This is an optimization exercise on Yosys and OpenROAD, whose aim is small area, not a production implementation. No activity file was given, so power comes from the tool's default toggle rates.

Setup of the reference run:
==> module array_feeder, before the edit <==
module array_feeder #(
    parameter int HEIGHT = 12,
    parameter int WIDTH  = 14,
    parameter int IWIDTH = 8,
    parameter int KW     = 8
) (
    input  logic                     clk,
    input  logic                     rst,
    input  logic                     start,
    input  logic [KW-1:0]            k_len,
    output logic                     busy,
    output logic                     done,
    input  logic                     in_valid,
    output logic                     in_ready,
    input  logic [HEIGHT*IWIDTH-1:0] in_ifm,
    input  logic [WIDTH*IWIDTH-1:0]  in_wght,
    output logic [HEIGHT-1:0]        en_i,
    output logic [HEIGHT-1:0]        clr_i,
    output logic [WIDTH-1:0]         en_w,
    output logic [WIDTH-1:0]         clr_w,
    output logic [WIDTH-1:0]         en_o,
    output logic [WIDTH-1:0]         clr_o,
    output logic [HEIGHT*IWIDTH-1:0] ifm,
    output logic [WIDTH*IWIDTH-1:0]  wght
);
    localparam int FLUSH_LEN = HEIGHT + WIDTH - 2;           
    localparam int DRAIN_LEN = HEIGHT + WIDTH - 1;           
    localparam int P_DONE    = FLUSH_LEN + DRAIN_LEN;        
    localparam int NL        = (HEIGHT > WIDTH) ? HEIGHT : WIDTH;
    localparam int QW        = $clog2(NL + 2);
    localparam logic [1:0] S_IDLE   = 2'd0;
    localparam logic [1:0] S_CLEAR  = 2'd1;
    localparam logic [1:0] S_STREAM = 2'd2;
    localparam logic [1:0] S_POST   = 2'd3;
    logic [1:0]    st_q;
    logic [KW-1:0] cnt_q;
    logic          zdone_q;
    logic [NL-1:0] en_q;      
    logic [WIDTH-1:0] ch_q;   
    logic          dp;       
    logic          acc;
    logic [KW-1:0] p_neg;
    assign acc      = (st_q == S_STREAM) && in_valid;
    assign in_ready = (st_q == S_STREAM);
    assign busy     = (st_q != S_IDLE);
    assign done     = ((st_q == S_POST) && (cnt_q == KW'(-P_DONE))) || zdone_q;
    always_ff @(posedge clk or posedge rst) begin
        if (rst) begin
            st_q    <= S_IDLE;
            zdone_q <= 1'b0;
            en_q    <= '0;
            ch_q    <= '0;
        end else begin
            zdone_q <= (st_q == S_IDLE) && start && (k_len == '0);
            en_q    <= {en_q[NL-2:0], acc};
            ch_q    <= {ch_q[WIDTH-2:0], (st_q == S_CLEAR) ||
                        ((st_q == S_POST) && (p_neg >= KW'(FLUSH_LEN)) && (p_neg < KW'(FLUSH_LEN+HEIGHT)))};
            case (st_q)
                S_IDLE:   if (start && (k_len != '0)) st_q <= S_CLEAR;
                S_CLEAR:  st_q <= S_STREAM;
                S_STREAM: if (in_valid && (cnt_q == KW'(1))) st_q <= S_POST;
                default:  if (cnt_q == KW'(-P_DONE)) st_q <= S_IDLE;
            endcase
        end
    end
    always_ff @(posedge clk) begin
        if (st_q == S_IDLE) cnt_q <= k_len;
        else if ((st_q == S_POST) || ((st_q == S_STREAM) && in_valid)) cnt_q <= cnt_q - KW'(1);
    end
    assign p_neg = -cnt_q;
    assign dp = (st_q == S_POST) && cnt_q[KW-1] && !(cnt_q[5] && cnt_q[4]);
    for (genvar k = 0; k < NL; k++) begin : g_ctl
        if (k < HEIGHT) begin : g_r
            assign en_i[k]  = en_q[k];
            assign clr_i[k] = ch_q[k] && !dp;
        end
        if (k < WIDTH) begin : g_c
            assign en_w[k]  = en_q[k];
            assign clr_w[k] = ch_q[k] && !dp;
            assign clr_o[k] = ch_q[k] && !dp;
            assign en_o[k]  = ch_q[k] && dp;
        end
    end
    for (genvar h = 0; h < HEIGHT; h++) begin : g_row
        logic [IWIDTH*(h+1)-1:0] sr_q;
        if (h == 0) begin : g_first
            always_ff @(posedge clk) sr_q <= in_ifm[h*IWIDTH +: IWIDTH];
        end else begin : g_rest
            always_ff @(posedge clk) sr_q <= {sr_q[IWIDTH*h-1:0], in_ifm[h*IWIDTH +: IWIDTH]};
        end
        assign ifm[h*IWIDTH +: IWIDTH] = sr_q[IWIDTH*h +: IWIDTH] & {IWIDTH{en_q[h]}};
    end
    for (genvar w = 0; w < WIDTH; w++) begin : g_col
        logic [IWIDTH*(w+1)-1:0] sr_q;
        if (w == 0) begin : g_first
            always_ff @(posedge clk) sr_q <= in_wght[w*IWIDTH +: IWIDTH];
        end else begin : g_rest
            always_ff @(posedge clk) sr_q <= {sr_q[IWIDTH*w-1:0], in_wght[w*IWIDTH +: IWIDTH]};
        end
        assign wght[w*IWIDTH +: IWIDTH] = sr_q[IWIDTH*w +: IWIDTH] & {IWIDTH{en_q[w]}};
    end
endmodule
export LEC_CHECK = 0
export CAP_MARGIN = 20
export CORE_MARGIN = 2
export CORE_UTILIZATION = 65
export PLACE_DENSITY = 0.7
export SLEW_MARGIN = 20
create_clock -name core_clock -period 4.0 [get_ports {clk}]
standard.sh (not shown) runs the stock make flow with config.mk's settings and CLKGATE_MAP_FILE= SYNTH_SCRIPT=/design/flow/synth_recipe.tcl, a recipe that flattens the netlist after the stock synthesis.
==> flow/flow/run.sh <==
#!/bin/bash
# Standard ORFS layout with two changes: ports are buffered with the smallest
# buffer, and clock-tree synthesis uses small clock buffers without dummy loads.
set -euo pipefail
export BUFFER_PORTS_ARGS="-buffer_cell sky130_fd_sc_hd__buf_1"
export CTS_ARGS="-sink_clustering_enable -repair_clock_nets -dont_use_dummy_load -buf_list {sky130_fd_sc_hd__clkbuf_8} -sink_clustering_size 20 -sink_clustering_max_diameter 70"
for step in synth floorplan place cts route finish; do
  bash standard.sh $step > log_$step.txt 2>&1
done
[inputs] the trial run vs the reference run
==> flow/design.v <==
module array_feeder #(
    parameter int HEIGHT = 12,
    parameter int WIDTH  = 14,
    parameter int IWIDTH = 8,
    parameter int KW     = 8
) (
    input  logic                     clk,
    input  logic                     rst,
    input  logic                     start,
    input  logic [KW-1:0]            k_len,
    output logic                     busy,
    output logic                     done,
    input  logic                     in_valid,
    output logic                     in_ready,
    input  logic [HEIGHT*IWIDTH-1:0] in_ifm,
    input  logic [WIDTH*IWIDTH-1:0]  in_wght,
    output logic [HEIGHT-1:0]        en_i,
    output logic [HEIGHT-1:0]        clr_i,
    output logic [WIDTH-1:0]         en_w,
    output logic [WIDTH-1:0]         clr_w,
    output logic [WIDTH-1:0]         en_o,
    output logic [WIDTH-1:0]         clr_o,
    output logic [HEIGHT*IWIDTH-1:0] ifm,
    output logic [WIDTH*IWIDTH-1:0]  wght
);
    localparam int FLUSH_LEN = HEIGHT + WIDTH - 2;           
    localparam int DRAIN_LEN = HEIGHT + WIDTH - 1;           
    localparam int P_DONE    = FLUSH_LEN + DRAIN_LEN;        
    localparam int NL        = (HEIGHT > WIDTH) ? HEIGHT : WIDTH;
    localparam int QW        = $clog2(NL + 2);
    localparam logic [1:0] S_IDLE   = 2'd0;
    localparam logic [1:0] S_CLEAR  = 2'd1;
    localparam logic [1:0] S_STREAM = 2'd2;
    localparam logic [1:0] S_POST   = 2'd3;
    logic [1:0]    st_q;
    logic [KW-1:0] cnt_q;
    logic          zdone_q;
    logic [QW-1:0] cq_q;      
    logic [NL-1:0] en_q;      
    logic [WIDTH-1:0] eo_q;
    logic          acc;
    logic [KW-1:0] p_neg;
    assign acc      = (st_q == S_STREAM) && in_valid;
    assign in_ready = (st_q == S_STREAM);
    assign busy     = (st_q != S_IDLE);
    assign done     = ((st_q == S_POST) && (cnt_q == KW'(-P_DONE))) || zdone_q;
    always_ff @(posedge clk or posedge rst) begin
        if (rst) begin
            st_q    <= S_IDLE;
            zdone_q <= 1'b0;
            cq_q    <= '0;
            en_q    <= '0;
            eo_q    <= '0;
        end else begin
            zdone_q <= (st_q == S_IDLE) && start && (k_len == '0);
            en_q    <= {en_q[NL-2:0], acc};
            eo_q    <= {eo_q[WIDTH-2:0], (st_q == S_POST) && (p_neg >= KW'(FLUSH_LEN)) && (p_neg < KW'(FLUSH_LEN+HEIGHT))};
            if (st_q == S_CLEAR) cq_q <= QW'(1);
            else if (cq_q != '0) cq_q <= cq_q + QW'(1);
            case (st_q)
                S_IDLE:   if (start && (k_len != '0)) st_q <= S_CLEAR;
                S_CLEAR:  st_q <= S_STREAM;
                S_STREAM: if (in_valid && (cnt_q == KW'(1))) st_q <= S_POST;
                default:  if (cnt_q == KW'(-P_DONE)) st_q <= S_IDLE;
            endcase
        end
    end
    always_ff @(posedge clk) begin
        if (st_q == S_IDLE) cnt_q <= k_len;
        else if ((st_q == S_POST) || ((st_q == S_STREAM) && in_valid)) cnt_q <= cnt_q - KW'(1);
    end
    assign p_neg = -cnt_q;
    for (genvar k = 0; k < NL; k++) begin : g_ctl
        if (k < HEIGHT) begin : g_r
            assign en_i[k]  = en_q[k];
            assign clr_i[k] = (cq_q == QW'(k + 1));
        end
        if (k < WIDTH) begin : g_c
            assign en_w[k]  = en_q[k];
            assign clr_w[k] = (cq_q == QW'(k + 1));
            assign clr_o[k] = (cq_q == QW'(k + 1));
            assign en_o[k]  = eo_q[k];
        end
    end
    for (genvar h = 0; h < HEIGHT; h++) begin : g_row
        logic [IWIDTH*(h+1)-1:0] sr_q;
        if (h == 0) begin : g_first
            always_ff @(posedge clk) sr_q <= in_ifm[h*IWIDTH +: IWIDTH];
        end else begin : g_rest
            always_ff @(posedge clk) sr_q <= {sr_q[IWIDTH*h-1:0], in_ifm[h*IWIDTH +: IWIDTH]};
        end
        assign ifm[h*IWIDTH +: IWIDTH] = sr_q[IWIDTH*h +: IWIDTH] & {IWIDTH{en_q[h]}};
    end
    for (genvar w = 0; w < WIDTH; w++) begin : g_col
        logic [IWIDTH*(w+1)-1:0] sr_q;
        if (w == 0) begin : g_first
            always_ff @(posedge clk) sr_q <= in_wght[w*IWIDTH +: IWIDTH];
        end else begin : g_rest
            always_ff @(posedge clk) sr_q <= {sr_q[IWIDTH*w-1:0], in_wght[w*IWIDTH +: IWIDTH]};
        end
        assign wght[w*IWIDTH +: IWIDTH] = sr_q[IWIDTH*w +: IWIDTH] & {IWIDTH{en_q[w]}};
    end
endmodule
### Flow results
The trial run vs the reference run, top achievable clock speed went up by 35 MHz. Multi-input logic cell count shrinks slightly when moving from the reference run to the trial run. For the reported combinational group power, the trial run came in about 3% higher than the reference run did. In terms of area added between synthesis and finish, the reference run and the trial run differ only marginally. | critical path depth | the trial run vs the reference run | 1 lower |. Sort the trial run and the reference run by maximum vdd ir drop, ascending, and the reference run comes first. | clock network power share | the reference run vs the trial run | ≈ equal |. Detailed-routing wirelength on met1 went up by a few percent going from the reference run to the trial run.
No functional check of the RTL was part of any run of this note.

what the ideal ports hide:
The flow's constraints put no driver on any port. The routed layouts listed below were extracted and timed again, unchanged, in two steps.
Step 1 assumes that a clkbuf_16 drives the clock port and a buf_2 every other input.
Step 2 adds t to the input delays and takes it off the output delays; t is the mean of the earliest and latest rising clock arrival at the registers after step 1. Input paths then give back, and output paths get back, about the clock's delay inside the block.
Three values: no drivers, after step 1, after step 2; two values: the first two.
| run | t, ns | setup WS [ns] | worst hold slack (ns) |
|---|---|---|---|
| the reference run | 0.688 | 0.840 / 0.789 / 1.477 | 0.204 / 0.174 / 0.279 |
| the trial run | 0.706 | 1.158 / 1.099 / 1.804 | 0.212 / 0.178 / 0.292 |
After both steps every run listed still meets setup and hold.
